This is an optimization exercise on Yosys and OpenROAD, whose aim is small area, not a production implementation. Only simulation tests tie the RTL to the original design; equivalence was not proved. Power and IR drop assume default switching activity.

## resample_interp
module resample_interp #(
    parameter int SYM_WIDTH = 1,
    parameter int INT_WIDTH = 1,
    parameter int DEC_WIDTH = 14,
    parameter int MU_WIDTH  = 8,
    parameter int DEPTH     = 8,
    parameter int CNT_WIDTH = 16,
    localparam int DW = SYM_WIDTH + INT_WIDTH + DEC_WIDTH,
    localparam int LW = $clog2(DEPTH) + 1
) (
    input  logic                 clk,
    input  logic                 rst,
    input  logic                 flush,
    input  logic                 in_valid,
    input  logic [DW-1:0]        in_i,
    input  logic [DW-1:0]        in_q,
    input  logic                 mk,
    input  logic [MU_WIDTH-1:0]  mu,
    input  logic                 mode,
    input  logic                 out_ready,
    output logic                 out_valid,
    output logic [DW-1:0]        out_i,
    output logic [DW-1:0]        out_q,
    output logic [LW-1:0]        fifo_level,
    output logic                 overflow,
    output logic [CNT_WIDTH-1:0] sym_cnt
);
Settings: LEC_CHECK=0, CAP_MARGIN=20, CORE_MARGIN=2, CORE_UTILIZATION=65, PLACE_DENSITY=0.75, SLEW_MARGIN=20, SYNTH_HIERARCHICAL=1, SYNTH_MINIMUM_KEEP_SIZE=0; clock period 6.0 ns.
standard.sh (not shown) runs the stock make flow with config.mk's settings and CLKGATE_MAP_FILE= SYNTH_SCRIPT=/design/flow/synth_recipe.tcl, a recipe that flattens the netlist after the stock synthesis.
==> flow/flow/run.sh <==
#!/bin/bash
# Layout flow: the standard ORFS flow (standard.sh, synthesis unchanged)
# with two changes to the layout steps:
#   * port buffers use the smallest buffer (buf_1) instead of the resizer's
#     default choice; every input and output port still gets a buffer;
#   * clock tree synthesis runs without dummy loads and builds the tree from
#     clkbuf_8 cells with sink clusters of at most 20 flip-flops.
# Each tool's full output is in orfs/logs/ (one log per step); make's own
# output goes to flow_make.log in the work folder.
set -euo pipefail
export BUFFER_PORTS_ARGS="-buffer_cell sky130_fd_sc_hd__buf_1"
export CTS_ARGS="-sink_clustering_enable -repair_clock_nets -dont_use_dummy_load -buf_list sky130_fd_sc_hd__clkbuf_8 -sink_clustering_size 20 -sink_clustering_max_diameter 50"
bash standard.sh > flow_make.log 2>&1
The first run passed the timing, DRC and antenna checks.
==> next run, changes <==
--- a/flow/design.v
+++ b/flow/design.v
@@ -55,19 +55,29 @@
             if (in_valid) x_zero <= 1'b0;
             s1_valid <= strobe;
             s2_valid <= s1_valid;
             s3_valid <= s2_valid;
         end
     end
+    logic [DW-1:0]        s1_a_i_d, s1_a_q_d;
+    logic                 sel_new, sel_hist;
+    assign sel_new  = !mode;
+    assign sel_hist = mode && !x_zero;
+    for (genvar j = 0; j < DW - 1; j++) begin : g_s1a
+        ri_ao22 u_s1a_i (sel_new, in_i[j], sel_hist, x_i[j], s1_a_i_d[j]);
+        ri_ao22 u_s1a_q (sel_new, in_q[j], sel_hist, x_q[j], s1_a_q_d[j]);
+    end
+    assign s1_a_i_d[DW-1] = !mode ? !in_i[DW-1] : x_zero || x_i[DW-1];
+    assign s1_a_q_d[DW-1] = !mode ? !in_q[DW-1] : x_zero || x_q[DW-1];
     always_ff @(posedge clk) begin
         if (in_valid) begin
             x_i <= in_i ^ SGN;
             x_q <= in_q ^ SGN;
         end
-        s1_a_i <= !mode ? in_i ^ SGN : x_zero ? SGN : x_i;
-        s1_a_q <= !mode ? in_q ^ SGN : x_zero ? SGN : x_q;
+        s1_a_i <= s1_a_i_d;
+        s1_a_q <= s1_a_q_d;
         s1_mu  <= mu;
         s2_y_i <= y_i ^ SGN;
         s2_y_q <= y_q ^ SGN;
         s3_y_i <= s2_y_i;
         s3_y_q <= s2_y_q;
     end
@@ -1218,6 +1228,12 @@
     input  logic a, b,
     output logic s, co
 );
     assign s  = a ^ b;
     assign co = a & b;
 endmodule
+module ri_ao22 (
+    input  logic a1, a2, b1, b2,
+    output logic x
+);
+    assign x = (a1 & a2) | (b1 & b2);
+endmodule
Clock power rises by about 10%.
Wire length grows by 3.6%.
Non-clock buffer count falls by 2.
Count of clock-buffer cells in the layout came out higher by 7.
Total power came out higher by 4.5%.
First-iteration DRC count decreases by 13%.
Worst setup slack is worse by 52 ps.
Die area is lower by 1.3%.
Cell area drops by 0.48%.
Synthesized cell count went down by 4.7%.
Sequential power rose by 4.2%.

==> afterwards: timing with drivers on the ports <==
In the flow no input, the clock included, has a driving cell. The finished layouts below were timed again as built, in two steps. Step 1 sets driving cells, clkbuf_16 on the clock port and buf_2 on the other inputs (assumed; they add their load-dependent delay and slew). Step 2 times the ports against the registers' clock, not the clock port: input delays grow and output delays shrink by t, the midpoint of the rising clock arrivals with the driver on. Three values: no drivers, after step 1, after step 2; two values: the first two.
| run | t (ns) | setup slack, ns | clock arrival spread, ns | slew at the worst register clock pin (ns) |
|---|---|---|---|---|
| the first run | 0.649 | 0.652 / 0.652 / 0.652 | 0.076 / 0.076 | 0.11 / 0.11 |
| the second run | 0.602 | 0.600 / 0.600 / 0.600 | 0.093 / 0.093 | 0.11 / 0.11 |
After both steps every run listed still meets setup and hold.
